What follows belongs to an exercise in optimizing a design on an open flow for small area and few clock cycles; a production flow would make more cautious choices.
In this exercise RTL edits were held to simulation tests only and were not proved equivalent to the original.
Power and IR drop assume default switching activity.

## rgb_led_serial_transmitter
module rgb_led_serial_transmitter
#(
  parameter int TICK_BITS   = TICK_BITS_DEFAULT,
  parameter int QUEUE_DEPTH = QUEUE_DEPTH_DEFAULT
) (
  input  logic                  clk,
  input  logic                  rst,
  input  logic                  push,
  output logic                  full,
  input  logic [CHAN_W-1:0]     red,
  input  logic [CHAN_W-1:0]     green,
  input  logic [CHAN_W-1:0]     blue,
  input  logic                  end_of_frame,
  input  logic                  latch_request,
  output logic                  empty,
  input  logic                  pop,
  output logic                  bit_value,
  output logic [HIGH_W-1:0]     high_time,
  output logic [LOW_W-1:0]      low_time,
  output logic                  is_gap,
  output logic                  last_pulse,
  input  logic                  cfg_valid,
  output logic                  cfg_ready,
  input  logic [CFG_IDX_W-1:0]  cfg_index,
  input  logic [CFG_DATA_W-1:0] cfg_data
);
Size in the first run: ~590 cells after synthesis, ~150 flip-flops, roughly 82 I/O pins, ~8000 um2 of cells after synthesis.
clock: 8.0 ns
lec_check: 0
cap_margin: 20
core_margin: 2
core_utilization: 40
cts_buf_list: sky130_fd_sc_hd__clkbuf_8
slew_margin: 20
run.sh (not shown) runs the stock make flow with config.mk's settings and CLKGATE_MAP_FILE= SYNTH_SCRIPT=/design/flow/synth_recipe.tcl, a recipe that flattens the netlist after the stock synthesis.
Testbench counts at the start, summed over its fixed seeds: cycles 30,912.
Rerun with:
==> flow/flow/run.sh (new file) <==
#!/bin/bash
# The standard layout, with the smallest buffer cell for the port buffers
# (every input and output port still gets its own buffer), and a clock tree
# of clkbuf_4 without dummy load cells.
set -euo pipefail
bash standard.sh 'BUFFER_PORTS_ARGS=-buffer_cell sky130_fd_sc_hd__buf_1' \
  'CTS_ARGS=-sink_clustering_enable -repair_clock_nets -dont_use_dummy_load -buf_list sky130_fd_sc_hd__clkbuf_4' \
  finish > standard.log 2>&1
==> flow/standard.sh (new file) <==
#!/bin/bash
# synth_recipe.tcl (not shown) runs the flow's synth.tcl, then flattens the netlist and writes it again
# the make line also repeats each setting of config.mk as NAME=value (left out here)
make -C /OpenROAD-flow-scripts/flow DESIGN_CONFIG=/design/flow/config.mk WORK_HOME=/design/flow/orfs CLKGATE_MAP_FILE= SYNTH_SCRIPT=/design/flow/synth_recipe.tcl "${@:-finish}"
Settings changed: CORE_UTILIZATION 40 to 70, CTS_BUF_LIST sky130_fd_sc_hd__clkbuf_8 to unset.
removed: flow/run.sh
After rerunning:
- die area goes down by well over a third
- sequential power barely changes
- combinational power is lower by roughly a tenth
- worst hold slack loses 28 ps

Starting RTL as in the previous note.
export LEC_CHECK = 0
export CAP_MARGIN = 20
export CORE_MARGIN = 2
export CORE_UTILIZATION = 40
export CTS_BUF_LIST = sky130_fd_sc_hd__clkbuf_4 sky130_fd_sc_hd__clkbuf_8
export SLEW_MARGIN = 20
create_clock -name core_clock -period 8.0 [get_ports {clk}]
Stock flow here: none of the scripts above is used.
Testbench counts at the start, summed over its fixed seeds: cycles 30,912.
Next try:
==> flow/flow/run.sh (new file) <==
#!/bin/bash
# The standard layout, with the smallest buffer cell for the port buffers
# (every input and output port still gets its own buffer), and a clock tree
# of clkbuf_8 without dummy load cells.
set -euo pipefail
bash standard.sh 'BUFFER_PORTS_ARGS=-buffer_cell sky130_fd_sc_hd__buf_1' \
  'CTS_ARGS=-sink_clustering_enable -repair_clock_nets -dont_use_dummy_load -buf_list sky130_fd_sc_hd__clkbuf_8' \
  finish > standard.log 2>&1
==> flow/standard.sh (new file) <==
#!/bin/bash
# synth_recipe.tcl (not shown) runs the flow's synth.tcl, then flattens the netlist and writes it again
# the make line also repeats each setting of config.mk as NAME=value (left out here)
make -C /OpenROAD-flow-scripts/flow DESIGN_CONFIG=/design/flow/config.mk WORK_HOME=/design/flow/orfs CLKGATE_MAP_FILE= SYNTH_SCRIPT=/design/flow/synth_recipe.tcl "${@:-finish}"
Settings changed: CORE_UTILIZATION 40 to 70, CTS_BUF_LIST sky130_fd_sc_hd__clkbuf_4 sky130_fd_sc_hd__clkbuf_8 to default.
removed: flow/run.sh
Result:
- worst setup slack is worse by 7.5 ps
- final cell count decreases by 15%
- sequential power hardly moves
- core utilization increases by 27 points
- register-to-register slack hardly moves
- design area decreases by 10%
- wire length decreases by 5.5%
Next try:
==> flow/flow/run.sh (replaced) <==
#!/bin/bash
# The standard layout, with the smallest buffer cell for the port buffers
# (every input and output port still gets its own buffer).
set -euo pipefail
bash standard.sh 'BUFFER_PORTS_ARGS=-buffer_cell sky130_fd_sc_hd__buf_1' finish > standard.log 2>&1
Settings changed: CORE_UTILIZATION 70 to 40.
Combinational power barely changes.
Fmax rises by 0.53%.
Area after synthesis stays the same.
Total power is higher by 23%.
Next try:
==> flow/run.sh (new file) <==
#!/bin/bash
# synth_recipe.tcl (not shown) runs the flow's synth.tcl, then flattens the netlist and writes it again
# the make line also repeats each setting of config.mk as NAME=value (left out here)
make -C /OpenROAD-flow-scripts/flow DESIGN_CONFIG=/design/flow/config.mk WORK_HOME=/design/flow/orfs CLKGATE_MAP_FILE= SYNTH_SCRIPT=/design/flow/synth_recipe.tcl finish
removed: flow/flow/run.sh
removed: flow/standard.sh
What happened: Core utilization climbs by 3.2 points; cell area rose by a few percent; power goes up slightly; count of clock-buffer cells in the layout stays the same; clock power barely changes; combinational power came out higher by roughly a tenth; flip-flop and latch count does not change; routed wire length is higher by a few percent; hold slack gets better by 37 ps.

-- static timing again, ports no longer ideal --
The flow's constraints put no driver on any port. The routed layouts listed below were extracted and timed again, unchanged, in two steps. Step 1, drivers: a clkbuf_16 drives clk and a buf_2 each remaining input, both assumed. Step 2 moves the port delays by t, midway between the first and last clock arrival at a register: inputs arrive t later, outputs are due t later. That takes back most of the time a late clock gives input paths. Three values: no drivers, after step 1, after step 2; two values: the first two.
run	t, ns	setup WS [ns]	worst hold slack (ns)	worst register clock-pin slew, ns	cell pins on the clock port's net
the first run of note 1	0.486	0.280 / 0.244 / 0.314	0.475 / 0.475 / 0.475	0.11 / 0.11	1
the second run of note 1	0.579	0.273 / 0.242 / 0.273	0.446 / 0.446 / 0.446	0.12 / 0.12	1
the first run of note 2	0.486	0.280 / 0.244 / 0.314	0.475 / 0.475 / 0.475	0.11 / 0.11	1
the second run of note 2	0.474	0.273 / 0.238 / 0.304	0.438 / 0.438 / 0.438	0.08 / 0.08	1
the third run of note 2	0.464	0.314 / 0.314 / 0.314	0.440 / 0.440 / 0.440	0.07 / 0.07	1
the fourth run of note 2	0.467	0.288 / 0.242 / 0.304	0.476 / 0.476 / 0.476	0.08 / 0.08	1
After both steps setup and hold are still met in every run listed.
